Context: an optimization exercise on an open-source flow, tuned for small area and a short achievable clock period. The choices shown serve that exercise and are no tape-out recipe. Function was not checked in any run shown here: the RTL went through the layout flow alone. Power and IR drop assume default switching activity.

File: flow/config.mk
export PLATFORM = sky130hd
export DESIGN_NAME = ring_buffer_double_ended_queue
export DESIGN_NICKNAME = ring_buffer_double_ended_queue
export VERILOG_FILES = /design/flow/design.v
export SDC_FILE = /design/flow/constraint.sdc
export NUM_CORES = 4
export LEC_CHECK = 0
export CAP_MARGIN = 20
export CORE_MARGIN = 2
export CORE_UTILIZATION = 60
export CTS_BUF_LIST = sky130_fd_sc_hd__clkbuf_16
export CTS_CLUSTER_DIAMETER = 60
export CTS_CLUSTER_SIZE = 25
export SETUP_SLACK_MARGIN = 2.8
export SLEW_MARGIN = 20
File: flow/constraint.sdc
create_clock -name core_clock -period 5.0 [get_ports {clk_i}]
set_input_delay 1.0000 -clock core_clock [delete_from_list [all_inputs] [get_ports {clk_i}]]
set_output_delay 1.0000 -clock core_clock [all_outputs]
set_load 0.01 [all_outputs]
File: flow/design.v
package rbdeq_pkg;
  localparam int unsigned DEPTH = 16;
  localparam int unsigned CNT_W = $clog2(DEPTH + 1);
  localparam int unsigned WORD_W = 32;
  localparam int unsigned RING = DEPTH - 2;
  typedef enum logic [2:0] {
    FUNC_PUSH_FRONT = 3'd0,
    FUNC_PUSH_BACK  = 3'd1,
    FUNC_POP_FRONT  = 3'd2,
    FUNC_POP_BACK   = 3'd3,
    FUNC_NONE       = 3'd4
  } func_e;
  typedef enum logic [1:0] {
    ST_DONE       = 2'd0,
    ST_FULL       = 2'd1,
    ST_EMPTY      = 2'd2
  } status_e;
  typedef struct packed {
    logic [2:0]               func;
    logic signed [WORD_W-1:0] push_value;
  } cmd_t;
  typedef struct packed {
    logic signed [WORD_W-1:0] popped_value;
    logic [1:0]               status;
    logic [4:0]               count_after;
    logic signed [WORD_W-1:0] first_value;
    logic signed [WORD_W-1:0] last_value;
  } res_t;
endpackage
module rbdeq_cell (
  input  logic                                clk_i,
  input  logic                                we_i,
  input  logic signed [rbdeq_pkg::WORD_W-1:0] wdata_i,
  output logic signed [rbdeq_pkg::WORD_W-1:0] data_o
);
  always_ff @(posedge clk_i) begin
    if (we_i) data_o <= wdata_i;
  end
endmodule
module ring_buffer_double_ended_queue (
  input  logic         clk_i,
  input  logic         rst_ni,
  input  logic         start_i,
  input  logic [34:0]  cmd_i_flat,
  output logic         busy_o,
  output logic         done_o,
  output logic [102:0] result_o_flat
);
  localparam int unsigned RING = rbdeq_pkg::RING;
  localparam int unsigned W    = rbdeq_pkg::WORD_W;
  rbdeq_pkg::cmd_t cmd_i;
  rbdeq_pkg::res_t result_o;
  assign cmd_i         = rbdeq_pkg::cmd_t'(cmd_i_flat);
  assign result_o_flat = result_o;
  logic [rbdeq_pkg::CNT_W-1:0] count_q, count_d;
  logic                        empty_q, one_q, two_q, ge3_q, mid_q, full_q;
  logic                        empty_d, one_d, two_d, ge3_d, mid_d, full_d;
  logic [RING-1:0]             head_q, head_d, tail_q, tail_d;
  logic [RING-1:0]             head_prev, head_next, tail_prev, tail_next;
  logic signed [W-1:0]         front_q, front_d, back_q, back_d;
  logic signed [W-1:0]         popped_q, popped_d;
  logic [1:0]                  status_q, status_d;
  logic                        done_q;
  logic signed [W-1:0]         ring_data [RING];
  logic signed [W-1:0]         ring_rdata, ring_wdata;
  logic [RING-1:0]             ring_rsel, ring_we;
  logic accept, three, fifteen;
  logic req_pf, req_pb, req_qf, req_qb, req_push, req_pop;
  logic push_f, push_b, pop_f, pop_b, push_ring_f, push_ring_b;
  logic f_pv, f_back, f_ring, f_hold;
  logic b_pv, b_front, b_ring, b_hold;
  assign busy_o = 1'b0;
  assign accept = start_i;
  assign three   = (count_q == 5'd3);
  assign fifteen = (count_q == 5'd15);
  assign req_pf   = accept && (cmd_i.func == rbdeq_pkg::FUNC_PUSH_FRONT);
  assign req_pb   = accept && (cmd_i.func == rbdeq_pkg::FUNC_PUSH_BACK);
  assign req_qf   = accept && (cmd_i.func == rbdeq_pkg::FUNC_POP_FRONT);
  assign req_qb   = accept && (cmd_i.func == rbdeq_pkg::FUNC_POP_BACK);
  assign req_push = accept && (cmd_i.func[2:1] == 2'b00);
  assign req_pop  = accept && (cmd_i.func[2:1] == 2'b01);
  assign push_f   = req_pf && !full_q;
  assign push_b   = req_pb && !full_q;
  assign pop_f    = req_qf && !empty_q;
  assign pop_b    = req_qb && !empty_q;
  assign head_prev = {head_q[0], head_q[RING-1:1]};
  assign head_next = {head_q[RING-2:0], head_q[RING-1]};
  assign tail_prev = {tail_q[0], tail_q[RING-1:1]};
  assign tail_next = {tail_q[RING-2:0], tail_q[RING-1]};
  for (genvar i = 0; i < RING; i++) begin : g_ring
    rbdeq_cell u_cell (
      .clk_i  (clk_i),
      .we_i   (ring_we[i]),
      .wdata_i(ring_wdata),
      .data_o (ring_data[i])
    );
  end
  assign ring_rsel = cmd_i.func[0] ? tail_prev : head_q;
  always_comb begin
    ring_rdata = '0;
    for (int i = 0; i < RING; i++) begin
      ring_rdata = ring_rdata | (ring_rsel[i] ? ring_data[i] : '0);
    end
  end
  assign push_ring_f = mid_q && req_pf;
  assign push_ring_b = mid_q && req_pb;
  assign ring_wdata  = cmd_i.func[0] ? back_q : front_q;
  assign ring_we     = ({RING{push_ring_f}} & head_prev) | ({RING{push_ring_b}} & tail_q);
  always_comb begin
    head_d = head_q;
    tail_d = tail_q;
    if (push_ring_f)         head_d = head_prev;
    if (req_qf && ge3_q)     head_d = head_next;
    if (push_ring_b)         tail_d = tail_next;
    if (req_qb && ge3_q)     tail_d = tail_prev;
  end
  assign f_pv    = push_f || (req_pb && empty_q);
  assign f_back  = req_qf && two_q;
  assign f_ring  = req_qf && ge3_q;
  assign f_hold  = !empty_q && !push_f && !req_qf && !(req_qb && one_q);
  assign b_pv    = push_b || (req_pf && empty_q);
  assign b_front = req_qb && two_q;
  assign b_ring  = req_qb && ge3_q;
  assign b_hold  = !empty_q && !push_b && !req_qb && !(req_qf && one_q);
  assign front_d = ({W{f_pv}} & cmd_i.push_value) | ({W{f_back}} & back_q) |
                   ({W{f_ring}} & ring_rdata) | ({W{f_hold}} & front_q);
  assign back_d  = ({W{b_pv}} & cmd_i.push_value) | ({W{b_front}} & front_q) |
                   ({W{b_ring}} & ring_rdata) | ({W{b_hold}} & back_q);
  always_comb begin
    count_d  = count_q;
    status_d = rbdeq_pkg::ST_DONE;
    popped_d = '0;
    if (push_f || push_b) count_d = count_q + 1'b1;
    if (pop_f || pop_b)   count_d = count_q - 1'b1;
    if (pop_f) popped_d = front_q;
    if (pop_b) popped_d = back_q;
    if (req_push && full_q)  status_d = rbdeq_pkg::ST_FULL;
    if (req_pop && empty_q)  status_d = rbdeq_pkg::ST_EMPTY;
  end
  assign empty_d = (empty_q && !req_push) || (one_q && req_pop);
  assign one_d   = (empty_q && req_push) || (one_q && !req_push && !req_pop) || (two_q && req_pop);
  assign two_d   = (one_q && req_push) || (two_q && !req_push && !req_pop) || (three && req_pop);
  assign ge3_d   = (ge3_q && !(three && req_pop)) || (two_q && req_push);
  assign mid_d   = (one_q && req_push) || (full_q && req_pop) ||
                   (mid_q && !(two_q && req_pop) && !(fifteen && req_push));
  assign full_d  = (full_q && !req_pop) || (fifteen && req_push);
  always_ff @(posedge clk_i or negedge rst_ni) begin
    if (!rst_ni) begin
      count_q <= '0;
      empty_q <= 1'b1;
      one_q   <= 1'b0;
      two_q   <= 1'b0;
      ge3_q   <= 1'b0;
      mid_q   <= 1'b0;
      full_q  <= 1'b0;
      done_q  <= 1'b0;
      head_q  <= RING'(1);
      tail_q  <= RING'(1);
    end else begin
      count_q <= count_d;
      empty_q <= empty_d;
      one_q   <= one_d;
      two_q   <= two_d;
      ge3_q   <= ge3_d;
      mid_q   <= mid_d;
      full_q  <= full_d;
      done_q  <= accept;
      head_q  <= head_d;
      tail_q  <= tail_d;
    end
  end
  always_ff @(posedge clk_i) begin
    front_q  <= front_d;
    back_q   <= back_d;
    popped_q <= popped_d;
    status_q <= status_d;
  end
  assign done_o                = done_q;
  assign result_o.popped_value = popped_q;
  assign result_o.status       = status_q;
  assign result_o.count_after  = 5'(count_q);
  assign result_o.first_value  = front_q;
  assign result_o.last_value   = back_q;
endmodule
File: flow/flow/run.sh
#!/bin/bash
# Layout flow: the standard ORFS flow (standard.sh), unchanged except that the
# port buffers are plain sky130 buf_2 cells instead of the delay-cell buffers that
# buffer_ports picks by default.
set -euo pipefail
export BUFFER_PORTS_ARGS="-buffer_cell sky130_fd_sc_hd__buf_2"
bash standard.sh > standard_flow.log 2>&1
File: flow/standard.sh
#!/bin/bash
# synth_recipe.tcl (not shown) runs the flow's synth.tcl, then flattens the netlist and writes it again
# the make line also repeats each setting of config.mk as NAME=value (left out here)
make -C /OpenROAD-flow-scripts/flow DESIGN_CONFIG=/design/flow/config.mk WORK_HOME=/design/flow/orfs CLKGATE_MAP_FILE= SYNTH_SCRIPT=/design/flow/synth_recipe.tcl "${@:-finish}"
==> impl_metrics.py, run 1 <==
metrics = {
    "worst_setup_path": {
        "startpoint_type": "primary input",
        "rr_worst_depth": 4,
        "cp.required_ps": 5290,
        "critical_path_class": "in -> reg",
        "cp_max_fo": 6,
        "cp-end-kind": "flop",
        "crit_arrival_ps": 2640,
    },
    "cells_and_area": {
        "post-route-util_pct": 75.89,
        "area_growth_pct": 25.31,
        "nets": 1677,
        "nFillCells": 2142,
        "regArea_sq_mm": 0.01643,
        "layout_commonest_cell": "edfxtp_1",
        "multi_input_area_sq_mm": 0.006290,
        "layout_common_cells": "edfxtp_1, buf_2, a22oi_1, dfxtp_1, a22oi_2",
        "final_layout_size_suffix_gt1_share_pct": 37.56,
    },
    "timing": {
        "hold_viol_final": 0,
        "setup-violations-final": 0,
        "setup_slack_ps": 2652,
        "fin_crit_ps": 2348,
        "finalClockSkew_ps": 33.38,
        "rsz0062_at_grt": "yes",
        "tns_ps": 0,
        "worst_pin_slew_ps": 1210,
        "fmaxAchievable_mhz": 425.8,
        "finalCritPeriodShare_pct": 46.97,
        "slew_headroom_pct": 19.13,
        "slew_violations": 0,
    },
    "global_routing": {
        "antenna_found_initial": 3,
        "grt_pass1_wl_um": 106900,
        "grt_max_degree": 41,
        "grt_overflow_total": 0,
        "grt_pass1_vias": 14541,
        "grt_use_total_pct": 39.77,
    },
    "logic_synthesis": {
        "syn_area_per_cell_sq_um": 16.14,
        "synthArstFlopShare_pct": 6.826,
        "yosysUniqueCellTypes": 52,
        "ys.flop_type": "edfxtp_1",
        "syn_nets": 1409,
        "syn_area_sq_mm": 0.02206,
        "synthCells": 1367,
        "yosys_warnings": 3,
        "ys_seq_elements": 586,
        "synth-edff-count": 448,
        "synth_seq_area_share_pct": 74.42,
    },
    "routing": {
        "dr_wl_met3_um": 10530,
        "wire_per_inst_um": 36.45,
        "wl_um": 77780,
        "drt-met1-wl_um": 27320,
        "top_layer": "met5",
        "antenna_left": 0,
        "dr_wl_met2_um": 35030,
        "viasPerCell": 7.264,
        "drc": 0,
        "vias": 15502,
        "drt_iter0_markers": 2643,
        "firstDrtPassIters": 7,
    },
    "placed_design": {
        "dpl_worst_slack_ps": 1336,
        "hpwl_um": 31450,
        "place_congestion": 0.8052,
        "portBuffers": 141,
    },
    "job": {
        "maxCapViolations": 0,
    },
    "cts": {
        "hold_buffers": 0,
        "cts_inserted_buffers": 37,
        "clk_latency_ps": 570,
        "cts_buffer_depth": 3,
        "clkSinkCount": 586,
        "clk_pin_slew_worst_paths_ps": 80,
        "h-tree-depth": 2,
        "clockRootBuffer": "clkbuf_16",
        "cts_tree": "done",
    },
    "die": {
        "die_h_um": 195.8,
        "rows": 70,
        "fp.dieW_um": 195.8,
        "start_util_pct": 60.56,
        "die_area_sq_mm": 0.03832,
        "ios": 143,
        "coreArea_sq_mm": 0.03643,
    },
    "outcome": {
        "status": "no timing/DRC/antenna violations",
    },
    "worst_hold_path": {
        "worstHoldPathCells": 1,
        "hp-class": "reg -> reg",
    },
    "power": {
        "peakVddDrop_uv": 375.1,
        "pwr_density_cell_mw_per_mm2": 349.8,
        "cellLeakagePower_nw": 9.813,
    },
}
[layer usage]
metal / GRT usage (%) / up-vias
met5: 0 / -
met3: 8.664 / 285
li1: - / 6128
met2: 60.69 / 1261
met4: 19.47 / 2
met1: 55.09 / 7826
[worst paths after layout]
check / slack, ps / startpoint / to
max: 2650 / cmd_i_flat[34] / g_ring[5].u_cell.data_o[6]
min: 530 / count_q[4] / count_q[4]
max reg2reg: 2770 / empty_q / front_q[30]
min reg2reg: 530 / count_q[4] / count_q[4]
max in group asynchronous: 3780 / rst_ni / count_q[2]
min in group asynchronous: 570 / rst_ni / head_q[10]
[report_power, final]
group          internal [mW]  leakage [nW]  total, mW  switching, mW
clock                   1.52         0.617       3.30           1.78
combinational          0.346          3.86      0.826          0.480
sequential              5.41          5.34       5.54          0.130
total                   7.28          9.81       9.67           2.39
[through the flow]
stage	std cells	hold WS (ps)	cell area, sq um	power [mW]
CTS	2102	518.6	27190	9.577
finish	2134	525.2	27650	9.671
global placement	1902	494.2	23630	6.307
detailed placement	1902	510.0	23630	6.324
floorplan	1367	493.6	22900	6.057
global route	2133	555.6	27650	9.909
[worst max-delay path, stage by stage]
cell      delay (ps)
buf_8            100
and2b_4          260
nand2b_4          80
nor3b_4          220
buf_12           140
buf_8            110
buf_6            120
and2_4           140
buf_6            120
or2_4            180
buf_12           150
[synth_stat cells, types with 2 or more instances]
cell type | instances | area share [%]
clkbuf_1 | 29 | 0.49
nand3_1 | 33 | 0.75
nand2b_1 | 3 | 0.085
nor2_1 | 22 | 0.37
a21o_1 | 2 | 0.068
a222oi_1 | 63 | 2.9
buf_6 | 20 | 1.0
a22oi_1 | 225 | 7.7
o21ai_1 | 13 | 0.29
dfstp_2 | 3 | 0.36
buf_2 | 33 | 0.75
nand4_1 | 10 | 0.28
mux2_4 | 7 | 0.48
o21a_1 | 3 | 0.10
and2_1 | 30 | 0.85
mux2_2 | 42 | 2.1
nor3_2 | 22 | 1.0
a221o_1 | 28 | 1.3
xnor2_1 | 3 | 0.12
nor2b_1 | 33 | 0.94
dfrtp_1 | 37 | 4.2
ha_1 | 3 | 0.17
edfxtp_1 | 448 | 61
a21oi_1 | 5 | 0.11
buf_4 | 5 | 0.17
or2_2 | 15 | 0.43
o21ai_0 | 53 | 1.2
nand2_1 | 52 | 0.88
nor2_2 | 2 | 0.057
and3_1 | 4 | 0.11
dfxtp_1 | 98 | 8.9
[cells by family after synthesis]
| kind of cell | Yosys count | synth area share [%] |
|---|---|---|
| DFF | 586 | 74.42 |
| AOI/OAI and AO/OA | 398 | 13.89 |
| and+or+nand+nor | 235 | 6.125 |
| buffers and inverters | 89 | 2.467 |
| muxes | 50 | 2.665 |
| adders and majority gates | 4 | 0.2609 |
| xor gates and xnor gates | 4 | 0.1588 |
| other | 1 | 0.01700 |
[layout make-up]
type | count | share of cell area (%)
antenna | 2 | 0.01810
tap | 468 | 2.118
multi-input combinational | 715 | 22.75
clock buffer | 39 | 3.530
sequential | 586 | 59.42
timing repair buffer | 294 | 11.14
inverter | 1 | 0.03168
clock inverter | 29 | 1.000
[registers in the layout, summed over array words and instances (netlist names), 2 cells and up]
register and count:
popped_q 32, count_q 5, head_q 14, g_ring.u_cell.data_o 448, status_q 2, tail_q 14, back_q 32, front_q 32
[what timing repair did]
action	in CTS	in global routing
cloned	28	7
setup buffers	104	23
gates resized for setup	103	36
pin swaps	32	24
endpoints found under the setup margin	775	503
==> run 2, diff against run 1 <==
--- a/flow/design.v
+++ b/flow/design.v
@@ -30,10 +30,43 @@
 module rbdeq_cell (
   input  logic                                clk_i,
-  input  logic                                we_i,
+  input  logic                                push_f_i,
+  input  logic                                push_b_i,
+  input  logic                                sel_f_i,
+  input  logic                                sel_b_i,
   input  logic signed [rbdeq_pkg::WORD_W-1:0] wdata_i,
   output logic signed [rbdeq_pkg::WORD_W-1:0] data_o
 );
+  logic we;
+  assign we = (push_f_i && sel_f_i) || (push_b_i && sel_b_i);
   always_ff @(posedge clk_i) begin
-    if (we_i) data_o <= wdata_i;
+    if (we) data_o <= wdata_i;
+  end
+endmodule
+module rbdeq_end_next (
+  input  logic                                sel_push_i,
+  input  logic                                sel_other_i,
+  input  logic                                sel_ring_i,
+  input  logic                                sel_hold_i,
+  input  logic signed [rbdeq_pkg::WORD_W-1:0] push_i,
+  input  logic signed [rbdeq_pkg::WORD_W-1:0] other_i,
+  input  logic signed [rbdeq_pkg::WORD_W-1:0] ring_i,
+  input  logic signed [rbdeq_pkg::WORD_W-1:0] hold_i,
+  output logic signed [rbdeq_pkg::WORD_W-1:0] next_o
+);
+  assign next_o = ({rbdeq_pkg::WORD_W{sel_push_i}}  & push_i)  |
+                  ({rbdeq_pkg::WORD_W{sel_other_i}} & other_i) |
+                  ({rbdeq_pkg::WORD_W{sel_ring_i}}  & ring_i)  |
+                  ({rbdeq_pkg::WORD_W{sel_hold_i}}  & hold_i);
+endmodule
+module rbdeq_read (
+  input  logic [rbdeq_pkg::RING-1:0]          sel_i,
+  input  logic [rbdeq_pkg::RING*rbdeq_pkg::WORD_W-1:0] words_i,
+  output logic signed [rbdeq_pkg::WORD_W-1:0] data_o
+);
+  always_comb begin
+    data_o = '0;
+    for (int i = 0; i < rbdeq_pkg::RING; i++) begin
+      data_o = data_o | (sel_i[i] ? words_i[i*rbdeq_pkg::WORD_W +: rbdeq_pkg::WORD_W] : '0);
+    end
   end
 endmodule
@@ -64,5 +97,6 @@
   logic signed [W-1:0]         ring_data [RING];
   logic signed [W-1:0]         ring_rdata, ring_wdata;
-  logic [RING-1:0]             ring_rsel, ring_we;
+  logic [RING-1:0]             ring_rsel;
+  logic [RING*W-1:0]           ring_words;
   logic accept, three, fifteen;
   logic req_pf, req_pb, req_qf, req_qb, req_push, req_pop;
@@ -90,21 +124,23 @@
   for (genvar i = 0; i < RING; i++) begin : g_ring
     rbdeq_cell u_cell (
-      .clk_i  (clk_i),
-      .we_i   (ring_we[i]),
-      .wdata_i(ring_wdata),
-      .data_o (ring_data[i])
+      .clk_i   (clk_i),
+      .push_f_i(req_pf),
+      .push_b_i(req_pb),
+      .sel_f_i (mid_q && head_prev[i]),
+      .sel_b_i (mid_q && tail_q[i]),
+      .wdata_i (ring_wdata),
+      .data_o  (ring_data[i])
     );
+    assign ring_words[i*W +: W] = ring_data[i];
   end
   assign ring_rsel = cmd_i.func[0] ? tail_prev : head_q;
-  always_comb begin
-    ring_rdata = '0;
-    for (int i = 0; i < RING; i++) begin
-      ring_rdata = ring_rdata | (ring_rsel[i] ? ring_data[i] : '0);
-    end
-  end
+  rbdeq_read u_read (
+    .sel_i  (ring_rsel),
+    .words_i(ring_words),
+    .data_o (ring_rdata)
+  );
   assign push_ring_f = mid_q && req_pf;
   assign push_ring_b = mid_q && req_pb;
   assign ring_wdata  = cmd_i.func[0] ? back_q : front_q;
-  assign ring_we     = ({RING{push_ring_f}} & head_prev) | ({RING{push_ring_b}} & tail_q);
   always_comb begin
     head_d = head_q;
@@ -123,8 +159,26 @@
   assign b_ring  = req_qb && ge3_q;
   assign b_hold  = !empty_q && !push_b && !req_qb && !(req_qf && one_q);
-  assign front_d = ({W{f_pv}} & cmd_i.push_value) | ({W{f_back}} & back_q) |
-                   ({W{f_ring}} & ring_rdata) | ({W{f_hold}} & front_q);
-  assign back_d  = ({W{b_pv}} & cmd_i.push_value) | ({W{b_front}} & front_q) |
-                   ({W{b_ring}} & ring_rdata) | ({W{b_hold}} & back_q);
+  rbdeq_end_next u_front_next (
+    .sel_push_i (f_pv),
+    .sel_other_i(f_back),
+    .sel_ring_i (f_ring),
+    .sel_hold_i (f_hold),
+    .push_i     (cmd_i.push_value),
+    .other_i    (back_q),
+    .ring_i     (ring_rdata),
+    .hold_i     (front_q),
+    .next_o     (front_d)
+  );
+  rbdeq_end_next u_back_next (
+    .sel_push_i (b_pv),
+    .sel_other_i(b_front),
+    .sel_ring_i (b_ring),
+    .sel_hold_i (b_hold),
+    .push_i     (cmd_i.push_value),
+    .other_i    (front_q),
+    .ring_i     (ring_rdata),
+    .hold_i     (back_q),
+    .next_o     (back_d)
+  );
   always_comb begin
     count_d  = count_q;
--- a/flow/config.mk
+++ b/flow/config.mk
@@ -14,2 +14,3 @@
 export SETUP_SLACK_MARGIN = 2.8
 export SLEW_MARGIN = 20
+export SYNTH_HIERARCHICAL = 1
==> run 2 against run 1 <==
Still clean on timing, DRC and antenna. Clock skew shrank 7.2 ps. Combinational power grew to 5.5 times the previous value. Count of clock-buffer cells in the layout fell by 2. Critical endpoint is now back_q[31]. Sequential cell count stayed put. Global-route usage shrank 0.87 points. Non-clock buffer count fell by 3. Clock power shrank 3%.
==> impl_metrics.py, run 2 <==
metrics = {
    "outcome": {
        "status": "no timing/DRC/antenna violations",
    },
    "cts": {
        "clkSinkCount": 586,
        "h-tree-depth": 2,
        "clk_latency_ps": 590,
        "cts_inserted_buffers": 37,
        "cts_tree": "done",
        "cts_buffer_depth": 3,
        "hold_buffers": 0,
        "clk_pin_slew_worst_paths_ps": 70,
        "clockRootBuffer": "clkbuf_16",
    },
    "cells_and_area": {
        "largest_register_ffs": 448,
        "area_growth_pct": 23.02,
        "top_register": "g_ring.u_cell.data_o",
        "nets": 1785,
        "layout_commonest_cell": "edfxtp_1",
        "final_layout_size_suffix_gt1_share_pct": 29.19,
        "final_cell_area_sq_mm": 0.02770,
        "stdcell_count": 2238,
        "nFillCells": 2227,
        "post-route-util_pct": 75.30,
        "layout_common_cells": "edfxtp_1, a22oi_1, buf_2, nand2_1, dfxtp_1",
    },
    "worst_setup_path": {
        "timing.rr.start": "tail_q[11]",
        "crit_family": "compound AO/OA/AOI/OAI gates",
        "slowest_stage": "dfrtp_1",
        "cp_max_fo": 8,
        "reg2reg_slack_ps": 2740,
        "crit_chain": "mux2_8, a22o_1, a221oi_2, nand4_1, a22oi_1, nand2_1",
        "crit_arrival_ps": 2710,
        "cp.required_ps": 5450,
        "critical_path_class": "reg -> reg",
        "rr_endpoint": "back_q[31]",
        "crit_buf_inv": 0,
        "rr_worst_depth": 6,
        "cp-end-kind": "flop",
        "startpoint_type": "flop",
        "slowest_delay_ps": 600,
    },
    "timing": {
        "hold_viol_final": 0,
        "finalCritPeriodShare_pct": 45.20,
        "fin_crit_ps": 2260,
        "setup-violations-final": 0,
        "tns_ps": 0,
        "finalClockSkew_ps": 26.18,
        "fmaxAchievable_mhz": 442.5,
        "worst_pin_slew_ps": 929.7,
        "slew_headroom_pct": 38.02,
        "rsz0062_at_grt": "yes",
        "slew_violations": 0,
    },
    "logic_synthesis": {
        "ys.flop_type": "edfxtp_1",
        "syn_nets": 1519,
        "synth_top_area_share_pct": 59.75,
        "ys_seq_elements": 586,
        "syn_area_sq_mm": 0.02252,
        "synth_common_cells": "edfxtp_1, a22oi_1, nand2_1",
        "yosysUniqueCellTypes": 45,
        "synth_top_area_cell": "edfxtp_1",
        "syn_area_per_cell_sq_um": 15.24,
        "post-synth-top-count-cell": "edfxtp_1",
        "yosys_warnings": 10,
        "synthArstFlopShare_pct": 6.826,
        "synth_area_leaders": "edfxtp_1, a22oi_1, dfxtp_1",
        "synth_seq_area_share_pct": 72.93,
        "synthCells": 1477,
        "synth-edff-count": 448,
    },
    "global_routing": {
        "grt_pass1_wl_um": 105000,
        "grt_pass1_vias": 14459,
        "grt_max_degree": 47,
        "grt_overflow_total": 0,
        "antenna_found_initial": 3,
        "grt_use_total_pct": 38.90,
    },
    "routing": {
        "vias": 16360,
        "wire_per_inst_um": 37.01,
        "drc": 0,
        "drt_iter0_markers": 2829,
        "viasPerCell": 7.310,
        "wl_um": 82820,
        "antenna_left": 0,
        "firstDrtPassIters": 5,
    },
    "power": {
        "comb_power_share_pct": 32.1,
        "cellLeakagePower_nw": 10.61,
        "p_total_mw": 14.21,
        "power.share.clock_pct": 22.5,
        "p_int_mw": 8.875,
        "power_frac_seq_pct": 45.4,
        "switching_share_pct": 37.53,
        "pwr_density_cell_mw_per_mm2": 512.9,
        "power.switching_mw": 5.331,
        "peakVddDrop_uv": 321.9,
    },
    "die": {
        "die_area_sq_mm": 0.03909,
        "die_h_um": 197.7,
        "ios": 143,
        "start_util_pct": 61.21,
        "coreArea_sq_mm": 0.03679,
        "fp.dieW_um": 197.7,
        "rows": 70,
    },
    "worst_hold_path": {
        "worstHoldPathCells": 1,
        "min_to": "count_q[4]",
        "holdCritStartpoint": "count_q[4]",
        "hp-class": "reg -> reg",
    },
    "job": {
        "maxCapViolations": 0,
    },
    "placed_design": {
        "hpwl_um": 31820,
        "portBuffers": 141,
        "place_congestion": 0.7536,
        "placedCellCount": 2014,
        "place_area_sq_mm": 0.02377,
    },
}
-- run 2: cell types whose count changed in the layout (fill, tap and decap cells not counted), sizes merged, moves of 30 or more --
cell / before / now
a221oi: 1 / 32
a222oi: 63 / 0
a22oi: 225 / 288
nand2: 52 / 115
a22o: 1 / 60
and3: 5 / 65
nand3: 33 / 1
o21ai: 66 / 20
nor2b: 33 / 3
-- run 2: worst max-delay path by stage --
stage / from / to / cells after the start
final: tail_q[11] / back_q[31] / 6
after global routing: tail_q[11] / back_q[31] / 6
after CTS: cmd_i_flat[32] / back_q[4] / 7
after detailed placement: cmd_i_flat[32] / back_q[18] / 8
after global placement: cmd_i_flat[32] / back_q[2] / 8
after floorplan: cmd_i_flat[32] / g_ring[0].u_cell.data_o[0] / 5
-- run 2: Yosys stat by module (local to each module, per instance) --
module | cells | copies in the design
rbdeq_cell | 33 | 14
rbdeq_end_next | 108 | 2
rbdeq_read | 330 | 1
ring_buffer_double_ended_queue | 469 | 1
-- run 2: cell families (layout without fill, tap and decap cells) --
kind of cell,Yosys count,in the layout,share of synthesized area [%]
and+or+nand+nor,297,297,6.563
DFF,586,586,72.93
buffers and inverters,103,361,2.512
xor gates and xnor gates,4,4,0.1556
other,1,3,0.01666
AOI/OAI and AO/OA,431,445,15.05
adders and majority gates,4,4,0.2556
muxes,51,70,2.523
-- run 2: per-stage QoR --
step	worst slack, ps	hold slack [ps]
floorplan	2278	489.4
global placement	1003	479.9
detailed placement	941.6	481.1
CTS	2723	490.6
global route	2682	509.7
finish	2740	482.1
-- run 2: final cells by class --
| cell class | count | area [sq um] | share of cell area (%) |
|---|---|---|---|
| antenna | 2 | 5.005 | 0.01807 |
| clock buffer | 37 | 925.9 | 3.343 |
| clock inverter | 27 | 235.2 | 0.8492 |
| inverter | 6 | 36.28 | 0.1310 |
| multi-input combinational | 821 | 6558 | 23.67 |
| sequential | 586 | 16430 | 59.31 |
| tap | 468 | 585.6 | 2.114 |
| timing repair buffer | 291 | 2924 | 10.56 |
-- run 2: metal layers --
layer / track usage, % / vias up / part of all wire [%]
li1: - / 6511 / -
met4: 22.06 / 2 / 7.4
met5: 0 / - / 0.016
met2: 58.82 / 1409 / 44
met1: 51.33 / 8130 / 34
met3: 10.70 / 308 / 14
-- run 2: worst register-to-register path, stage by stage (launching register included) --
cell      delay [ps]
dfrtp_1          600
mux2_8           480
a22o_1           260
a221oi_2         200
nand4_1          240
a22oi_1          270
nand2_1           90
-- run 2: timing repair --
| action | 4_1_cts | 5_1_grt |
|---|---|---|
| resized for setup | 58 | 41 |
| cloned | 27 | 13 |
| pin swaps | 17 | 32 |
| hold endpoints to repair | 0 | 0 |
| setup endpoints to repair | 770 | 398 |
| buffers inserted | 28 | 90 |
-- run 2: power groups by stage --
stage	combinational, mW	clock [mW]	sequential [mW]
2_1_floorplan	1.95	0	6.26
3_3_place_gp	2.99	0	6.32
3_5_place_dp	3.05	0	6.33
4_1_cts	3.75	3.15	6.33
5_1_grt	4.59	3.35	6.47
6_report	4.57	3.19	6.45

re-timing with driven ports:
In the flow no input, the clock included, has a driving cell. The finished layouts below were timed again as built, in two steps.
Step 1 (the two cells are an assumption about what drives the block):
set clk [get_ports {clk_i}]
set_driving_cell -lib_cell sky130_fd_sc_hd__clkbuf_16 $clk
set_driving_cell -lib_cell sky130_fd_sc_hd__buf_2 [delete_from_list [all_inputs] $clk]
Step 2 also shifts input and output timing later by t, the mid clock arrival at the registers, as if the neighbouring blocks saw the same clock.
Three values: no drivers, after step 1, after step 2; two values: the first two.
| run | t, ns | slack for setup (ns) | hold slack, ns | worst setup path after step 2 |
|---|---|---|---|---|
| run 1 | 0.619 | 2.652 / 2.607 / 1.988 | 0.525 / 0.525 / 0.525 | input to register |
| run 2 | 0.639 | 2.740 / 2.431 / 1.792 | 0.482 / 0.482 / 0.482 | input to register |
After both steps every run listed still meets setup and hold. The setup slack of run 2, which loses most, moves by -0.309 ns with the drivers and by -0.948 ns with both steps.
